This is an optimization exercise on Yosys and OpenROAD, whose aim is small area, not a production implementation.
Function was checked by simulation only, so behaviour that the tests miss may differ from the original.
Power figures rest on the tool's default switching activity, not on a simulated workload. The flow treats the clock pin as an ideal source, which a real chip does not have.

==> flow/design.v <==
module rmr_o22ai (input logic a1, a2, b1, b2, output logic y);
    assign y = ~((a1 | a2) & (b1 | b2));
endmodule
module rmr_aoi222 (input logic a0, b0, a1, b1, a2, b2, output logic y);
    assign y = ~((a0 & b0) | (a1 & b1) | (a2 & b2));
endmodule
module rmr_nand4 (input logic a, b, c, d, output logic y);
    assign y = ~(a & b & c & d);
endmodule
module rmr_nand3 (input logic a, b, c, output logic y);
    assign y = ~(a & b & c);
endmodule
module rmr_nand2 (input logic a, b, output logic y);
    assign y = ~(a & b);
endmodule
module rmr_or4 (input logic a, b, c, d, output logic y);
    assign y = a | b | c | d;
endmodule
module rmr_or3 (input logic a, b, c, output logic y);
    assign y = a | b | c;
endmodule
module rmr_or2 (input logic a, b, output logic y);
    assign y = a | b;
endmodule
module rmr_inv (input logic a, output logic y);
    assign y = ~a;
endmodule
module rmr_and2 (input logic a, b, output logic y);
    assign y = a & b;
endmodule
module rmr_and4 (input logic a, b, c, d, output logic y);
    assign y = a & b & c & d;
endmodule
module rmr_and3 (input logic a, b, c, output logic y);
    assign y = a & b & c;
endmodule
module rmr_xor2 (input logic a, b, output logic y);
    assign y = a ^ b;
endmodule
module rmr_xnor2 (input logic a, b, output logic y);
    assign y = ~(a ^ b);
endmodule
module rmr_sel128 (input logic [127:0] sel, input logic [127:0] d, input logic extra, output logic y);
    logic [43:0] n1;
    logic [10:0] p2;
    logic [2:0]  p3;
    for (genvar g = 0; g < 42; g++) begin : g_l1
        rmr_aoi222 u (.a0(sel[3*g]), .b0(d[3*g]), .a1(sel[3*g+1]), .b1(d[3*g+1]),
                      .a2(sel[3*g+2]), .b2(d[3*g+2]), .y(n1[g]));
    end
    rmr_nand2 u_l1_126 (.a(sel[126]), .b(d[126]), .y(n1[42]));
    rmr_nand2 u_l1_127 (.a(sel[127]), .b(d[127]), .y(n1[43]));
    for (genvar g = 0; g < 11; g++) begin : g_l2
        rmr_nand4 u (.a(n1[4*g]), .b(n1[4*g+1]), .c(n1[4*g+2]), .d(n1[4*g+3]), .y(p2[g]));
    end
    rmr_or4 u_l3_0 (.a(p2[0]), .b(p2[1]), .c(p2[2]), .d(p2[3]), .y(p3[0]));
    rmr_or4 u_l3_1 (.a(p2[4]), .b(p2[5]), .c(p2[6]), .d(p2[7]), .y(p3[1]));
    rmr_or3 u_l3_2 (.a(p2[8]), .b(p2[9]), .c(p2[10]), .y(p3[2]));
    rmr_or4 u_l4 (.a(p3[0]), .b(p3[1]), .c(p3[2]), .d(extra), .y(y));
endmodule
module rmr_sel16 (input logic [15:0] sel, input logic [15:0] d, output logic y);
    logic [5:0] n1;
    logic [1:0] p2;
    for (genvar g = 0; g < 5; g++) begin : g_l1
        rmr_aoi222 u (.a0(sel[3*g]), .b0(d[3*g]), .a1(sel[3*g+1]), .b1(d[3*g+1]),
                      .a2(sel[3*g+2]), .b2(d[3*g+2]), .y(n1[g]));
    end
    rmr_nand2 u_l1_last (.a(sel[15]), .b(d[15]), .y(n1[5]));
    rmr_nand3 u_l2_0 (.a(n1[0]), .b(n1[1]), .c(n1[2]), .y(p2[0]));
    rmr_nand3 u_l2_1 (.a(n1[3]), .b(n1[4]), .c(n1[5]), .y(p2[1]));
    rmr_or2 u_l3 (.a(p2[0]), .b(p2[1]), .y(y));
endmodule
module rmr_or128 (input logic [127:0] a, output logic y);
    logic [31:0] o1;
    logic [7:0]  o2;
    logic [1:0]  o3;
    for (genvar g = 0; g < 32; g++) begin : g_l1
        rmr_or4 u (.a(a[4*g]), .b(a[4*g+1]), .c(a[4*g+2]), .d(a[4*g+3]), .y(o1[g]));
    end
    for (genvar g = 0; g < 8; g++) begin : g_l2
        rmr_or4 u (.a(o1[4*g]), .b(o1[4*g+1]), .c(o1[4*g+2]), .d(o1[4*g+3]), .y(o2[g]));
    end
    rmr_or4 u_l3_0 (.a(o2[0]), .b(o2[1]), .c(o2[2]), .d(o2[3]), .y(o3[0]));
    rmr_or4 u_l3_1 (.a(o2[4]), .b(o2[5]), .c(o2[6]), .d(o2[7]), .y(o3[1]));
    rmr_or2 u_l4 (.a(o3[0]), .b(o3[1]), .y(y));
endmodule
module rmr_or16 (input logic [15:0] a, output logic y);
    logic [3:0] o1;
    for (genvar g = 0; g < 4; g++) begin : g_l1
        rmr_or4 u (.a(a[4*g]), .b(a[4*g+1]), .c(a[4*g+2]), .d(a[4*g+3]), .y(o1[g]));
    end
    rmr_or4 u_l2 (.a(o1[0]), .b(o1[1]), .c(o1[2]), .d(o1[3]), .y(y));
endmodule
module real_mem_to_reg #(
    parameter int DATA_W = 16,
    parameter int MEM_AW = 7,
    parameter int REG_AW = 4
) (
    input  logic              CLK,
    input  logic              RESET_N,
    input  logic [DATA_W-1:0] AData,
    input  logic              MemWrite,
    input  logic [DATA_W-1:0] MemData,
    input  logic              IRWrite,
    input  logic [DATA_W-1:0] IRData,
    input  logic              RegWrite,
    output logic [DATA_W-1:0] AccOut
);
    localparam int MEM_DEPTH = 2 ** MEM_AW;
    localparam int REG_DEPTH = 2 ** REG_AW;
    logic                             phase;
    logic [REG_AW-1:0]                ir;
    logic [MEM_DEPTH-1:0][DATA_W-1:0] mem;
    logic [MEM_DEPTH-1:0]             mem_vld;
    logic [REG_DEPTH-1:0][DATA_W-1:0] regs;
    logic [REG_DEPTH-1:0]             reg_vld;
    logic [MEM_AW-1:0] mem_addr;
    assign mem_addr = AData[MEM_AW-1:0];
    logic [MEM_AW-1:0] a_n;
    logic [1:0]        ir_lo_n, ir_hi_n;
    for (genvar k = 0; k < MEM_AW; k++) begin : g_an
        rmr_inv u (.a(mem_addr[k]), .y(a_n[k]));
    end
    for (genvar k = 0; k < 2; k++) begin : g_irn
        rmr_inv u_lo (.a(ir[k]), .y(ir_lo_n[k]));
        rmr_inv u_hi (.a(ir[k+2]), .y(ir_hi_n[k]));
    end
    logic [7:0]  lo, lo_we;
    logic [15:0] hi;
    logic [3:0]  ir_lo, ir_lo_we, ir_hi;
    for (genvar l = 0; l < 8; l++) begin : g_lo
        rmr_and3 u_lo (.a(l[0] ? mem_addr[0] : a_n[0]), .b(l[1] ? mem_addr[1] : a_n[1]),
                       .c(l[2] ? mem_addr[2] : a_n[2]), .y(lo[l]));
        rmr_and4 u_we (.a(MemWrite), .b(l[0] ? mem_addr[0] : a_n[0]), .c(l[1] ? mem_addr[1] : a_n[1]),
                       .d(l[2] ? mem_addr[2] : a_n[2]), .y(lo_we[l]));
    end
    for (genvar h = 0; h < 16; h++) begin : g_hi
        rmr_and4 u_hi (.a(h[0] ? mem_addr[3] : a_n[3]), .b(h[1] ? mem_addr[4] : a_n[4]),
                       .c(h[2] ? mem_addr[5] : a_n[5]), .d(h[3] ? mem_addr[6] : a_n[6]), .y(hi[h]));
    end
    for (genvar k = 0; k < 4; k++) begin : g_irdec
        rmr_and2 u_lo (.a(k[0] ? ir[0] : ir_lo_n[0]), .b(k[1] ? ir[1] : ir_lo_n[1]), .y(ir_lo[k]));
        rmr_and3 u_we (.a(RegWrite), .b(k[0] ? ir[0] : ir_lo_n[0]), .c(k[1] ? ir[1] : ir_lo_n[1]),
                       .y(ir_lo_we[k]));
        rmr_and2 u_hi (.a(k[0] ? ir[2] : ir_hi_n[0]), .b(k[1] ? ir[3] : ir_hi_n[1]), .y(ir_hi[k]));
    end
    logic [MEM_DEPTH-1:0] mem_we, mem_we_n, mem_vld_d, mem_sel;
    for (genvar i = 0; i < MEM_DEPTH; i++) begin : g_mword
        rmr_nand2 u_wen (.a(lo_we[i%8]), .b(hi[i/8]), .y(mem_we_n[i]));
        rmr_inv   u_we  (.a(mem_we_n[i]), .y(mem_we[i]));
        rmr_or2   u_vld (.a(mem_vld[i]), .b(mem_we[i]), .y(mem_vld_d[i]));
        rmr_and3  u_sel (.a(lo[i%8]), .b(hi[i/8]), .c(mem_vld[i]), .y(mem_sel[i]));
    end
    logic [REG_DEPTH-1:0] reg_we, reg_we_n, reg_vld_d, reg_sel;
    for (genvar j = 0; j < REG_DEPTH; j++) begin : g_rword
        rmr_nand2 u_wen (.a(ir_lo_we[j%4]), .b(ir_hi[j/4]), .y(reg_we_n[j]));
        rmr_inv   u_we  (.a(reg_we_n[j]), .y(reg_we[j]));
        rmr_or2   u_vld (.a(reg_vld[j]), .b(reg_we[j]), .y(reg_vld_d[j]));
        rmr_and3  u_sel (.a(ir_lo[j%4]), .b(ir_hi[j/4]), .c(reg_vld[j]), .y(reg_sel[j]));
    end
    logic mem_hit, reg_hit, mem_miss_fill, acc_flip;
    rmr_or128 u_mhit (.a(mem_sel), .y(mem_hit));
    rmr_or16  u_rhit (.a(reg_sel), .y(reg_hit));
    assign mem_miss_fill = phase & ~mem_hit;
    rmr_and2 u_flip (.a(phase), .b(reg_hit), .y(acc_flip));
    logic [DATA_W-1:0] reg_line, mem_line_n;
    logic [DATA_W-1:0][MEM_DEPTH/16-1:0] mem_line;
    logic [MEM_DEPTH-1:0][DATA_W-1:0] mem_d;
    logic [REG_DEPTH-1:0][DATA_W-1:0] regs_d;
    for (genvar b = 0; b < DATA_W; b++) begin : g_bit
        logic [MEM_DEPTH-1:0] mcol;
        logic [REG_DEPTH-1:0] rcol;
        logic                 racc;
        for (genvar i = 0; i < MEM_DEPTH; i++) begin : g_mc
            assign mcol[i] = mem[i][b];
            rmr_o22ai u_nx (.a1(mem[i][b]), .a2(mem_we[i]), .b1(mem_we_n[i]), .b2(mem_line[b][i/16]),
                            .y(mem_d[i][b]));
        end
        for (genvar j = 0; j < REG_DEPTH; j++) begin : g_rc
            assign rcol[j] = regs[j][b];
            rmr_o22ai u_nx (.a1(regs[j][b]), .a2(reg_we[j]), .b1(reg_we_n[j]), .b2(reg_line[b]),
                            .y(regs_d[j][b]));
        end
        rmr_xnor2  u_mline (.a(MemData[b]), .b(phase), .y(mem_line_n[b]));
        for (genvar k = 0; k < MEM_DEPTH / 16; k++) begin : g_ml
            rmr_inv u_mldrv (.a(mem_line_n[b]), .y(mem_line[b][k]));
        end
        rmr_sel128 u_mrd (.sel(mem_sel), .d(mcol), .extra(mem_miss_fill), .y(reg_line[b]));
        rmr_sel16  u_rrd (.sel(reg_sel), .d(rcol), .y(racc));
        rmr_xor2   u_acc (.a(racc), .b(acc_flip), .y(AccOut[b]));
    end
    always_ff @(posedge CLK or negedge RESET_N) begin
        if (!RESET_N) begin
            phase <= 1'b0;
        end else begin
            phase <= ~phase;
        end
    end
    always_ff @(posedge CLK or negedge RESET_N) begin
        if (!RESET_N) begin
            ir <= '0;
        end else if (IRWrite) begin
            ir <= IRData[REG_AW-1:0];
        end
    end
    always_ff @(posedge CLK or negedge RESET_N) begin
        if (!RESET_N) begin
            mem_vld <= '0;
            reg_vld <= '0;
        end else begin
            mem_vld <= mem_vld_d;
            reg_vld <= reg_vld_d;
        end
    end
    always_ff @(posedge CLK) begin
        mem  <= mem_d;
        regs <= regs_d;
    end
endmodule
Settings: LEC_CHECK=0, CAP_MARGIN=10, CORE_MARGIN=2, CORE_UTILIZATION=60, GPL_TIMING_DRIVEN=0, SLEW_MARGIN=10, SYNTH_HIERARCHICAL=1, SYNTH_MINIMUM_KEEP_SIZE=0; clock period 8.0 ns.
standard.sh (not shown) runs the stock make flow with config.mk's settings and CLKGATE_MAP_FILE= SYNTH_SCRIPT=/design/flow/synth_recipe.tcl, a recipe that flattens the netlist after the stock synthesis.
==> flow/flow/run.sh <==
#!/bin/bash
# The standard layout (standard.sh), with two changes passed to ORFS through its variables:
# - clock tree synthesis without dummy loads, in clusters of up to 28 flip-flops;
# - the smallest buffer on each input and output port (repair may still resize it).
# The make output goes to standard_make.log; ORFS keeps each step's log under orfs/logs.
set -euo pipefail
export CTS_ARGS="-sink_clustering_enable -repair_clock_nets -dont_use_dummy_load -sink_clustering_size 28 -sink_clustering_max_diameter 100 -buf_list {sky130_fd_sc_hd__clkbuf_8 sky130_fd_sc_hd__clkbuf_16}"
export BUFFER_PORTS_ARGS="-buffer_cell sky130_fd_sc_hd__buf_1"
bash standard.sh > standard_make.log 2>&1
Change:
--- a/flow/design.v
+++ b/flow/design.v
@@ -24,15 +24,12 @@
 endmodule
 module rmr_inv (input logic a, output logic y);
     assign y = ~a;
 endmodule
 module rmr_and2 (input logic a, b, output logic y);
     assign y = a & b;
-endmodule
-module rmr_and4 (input logic a, b, c, d, output logic y);
-    assign y = a & b & c & d;
 endmodule
 module rmr_and3 (input logic a, b, c, output logic y);
     assign y = a & b & c;
 endmodule
 module rmr_xor2 (input logic a, b, output logic y);
     assign y = a ^ b;
@@ -113,39 +110,28 @@
     logic [MEM_DEPTH-1:0][DATA_W-1:0] mem;
     logic [MEM_DEPTH-1:0]             mem_vld;
     logic [REG_DEPTH-1:0][DATA_W-1:0] regs;
     logic [REG_DEPTH-1:0]             reg_vld;
     logic [MEM_AW-1:0] mem_addr;
     assign mem_addr = AData[MEM_AW-1:0];
-    logic [MEM_AW-1:0] a_n;
-    logic [1:0]        ir_lo_n, ir_hi_n;
-    for (genvar k = 0; k < MEM_AW; k++) begin : g_an
-        rmr_inv u (.a(mem_addr[k]), .y(a_n[k]));
-    end
-    for (genvar k = 0; k < 2; k++) begin : g_irn
-        rmr_inv u_lo (.a(ir[k]), .y(ir_lo_n[k]));
-        rmr_inv u_hi (.a(ir[k+2]), .y(ir_hi_n[k]));
-    end
     logic [7:0]  lo, lo_we;
     logic [15:0] hi;
     logic [3:0]  ir_lo, ir_lo_we, ir_hi;
-    for (genvar l = 0; l < 8; l++) begin : g_lo
-        rmr_and3 u_lo (.a(l[0] ? mem_addr[0] : a_n[0]), .b(l[1] ? mem_addr[1] : a_n[1]),
-                       .c(l[2] ? mem_addr[2] : a_n[2]), .y(lo[l]));
-        rmr_and4 u_we (.a(MemWrite), .b(l[0] ? mem_addr[0] : a_n[0]), .c(l[1] ? mem_addr[1] : a_n[1]),
-                       .d(l[2] ? mem_addr[2] : a_n[2]), .y(lo_we[l]));
-    end
-    for (genvar h = 0; h < 16; h++) begin : g_hi
-        rmr_and4 u_hi (.a(h[0] ? mem_addr[3] : a_n[3]), .b(h[1] ? mem_addr[4] : a_n[4]),
-                       .c(h[2] ? mem_addr[5] : a_n[5]), .d(h[3] ? mem_addr[6] : a_n[6]), .y(hi[h]));
-    end
-    for (genvar k = 0; k < 4; k++) begin : g_irdec
-        rmr_and2 u_lo (.a(k[0] ? ir[0] : ir_lo_n[0]), .b(k[1] ? ir[1] : ir_lo_n[1]), .y(ir_lo[k]));
-        rmr_and3 u_we (.a(RegWrite), .b(k[0] ? ir[0] : ir_lo_n[0]), .c(k[1] ? ir[1] : ir_lo_n[1]),
-                       .y(ir_lo_we[k]));
-        rmr_and2 u_hi (.a(k[0] ? ir[2] : ir_hi_n[0]), .b(k[1] ? ir[3] : ir_hi_n[1]), .y(ir_hi[k]));
+    always_comb begin
+        for (int l = 0; l < 8; l++) begin
+            lo[l]    = mem_addr[2:0] == 3'(l);
+            lo_we[l] = MemWrite && mem_addr[2:0] == 3'(l);
+        end
+        for (int h = 0; h < 16; h++) begin
+            hi[h] = mem_addr[6:3] == 4'(h);
+        end
+        for (int k = 0; k < 4; k++) begin
+            ir_lo[k]    = ir[1:0] == 2'(k);
+            ir_lo_we[k] = RegWrite && ir[1:0] == 2'(k);
+            ir_hi[k]    = ir[3:2] == 2'(k);
+        end
     end
     logic [MEM_DEPTH-1:0] mem_we, mem_we_n, mem_vld_d, mem_sel;
     for (genvar i = 0; i < MEM_DEPTH; i++) begin : g_mword
         rmr_nand2 u_wen (.a(lo_we[i%8]), .b(hi[i/8]), .y(mem_we_n[i]));
         rmr_inv   u_we  (.a(mem_we_n[i]), .y(mem_we[i]));
         rmr_or2   u_vld (.a(mem_vld[i]), .b(mem_we[i]), .y(mem_vld_d[i]));
Effect: Synthesized cell count barely changes. Core utilization rose by 0.18 points. Worst setup slack improves by 0.025 ns. Critical path depth does not change. Clock power is about the same. Sequential power is about the same. Total power is about the same. Hold slack hardly moves. Flip-flop and latch count does not change. Area after synthesis is about the same. Non-clock buffer count rose by 15.

==> afterwards: timing with drivers on the ports <==
How much do the figures lean on ideal ports? The routed layouts below were timed once more, with nothing changed but the port constraints. Step 1 assumes that a clkbuf_16 drives the clock port and a buf_2 every other input. Step 2, shift: input delay + t, output delay - t, t = (earliest + latest rising clock arrival at the registers) / 2. This alone moves slack from input paths to output paths. a / b / c = no drivers / after step 1 / after step 2; a / b = the first two.
| run | shift t [ns] | setup slack, ns | worst hold slack (ns) |
|---|---|---|---|
| the first run | 0.826 | 1.287 / 1.322 / 0.496 | 0.446 / 0.446 / 0.446 |
| the second run | 0.828 | 1.312 / 1.335 / 0.507 | 0.446 / 0.446 / 0.446 |
After both steps setup and hold are still met in every run listed. For the second run, which loses most, drivers alone change the setup slack by +0.023 ns; drivers and shift together by -0.805 ns.
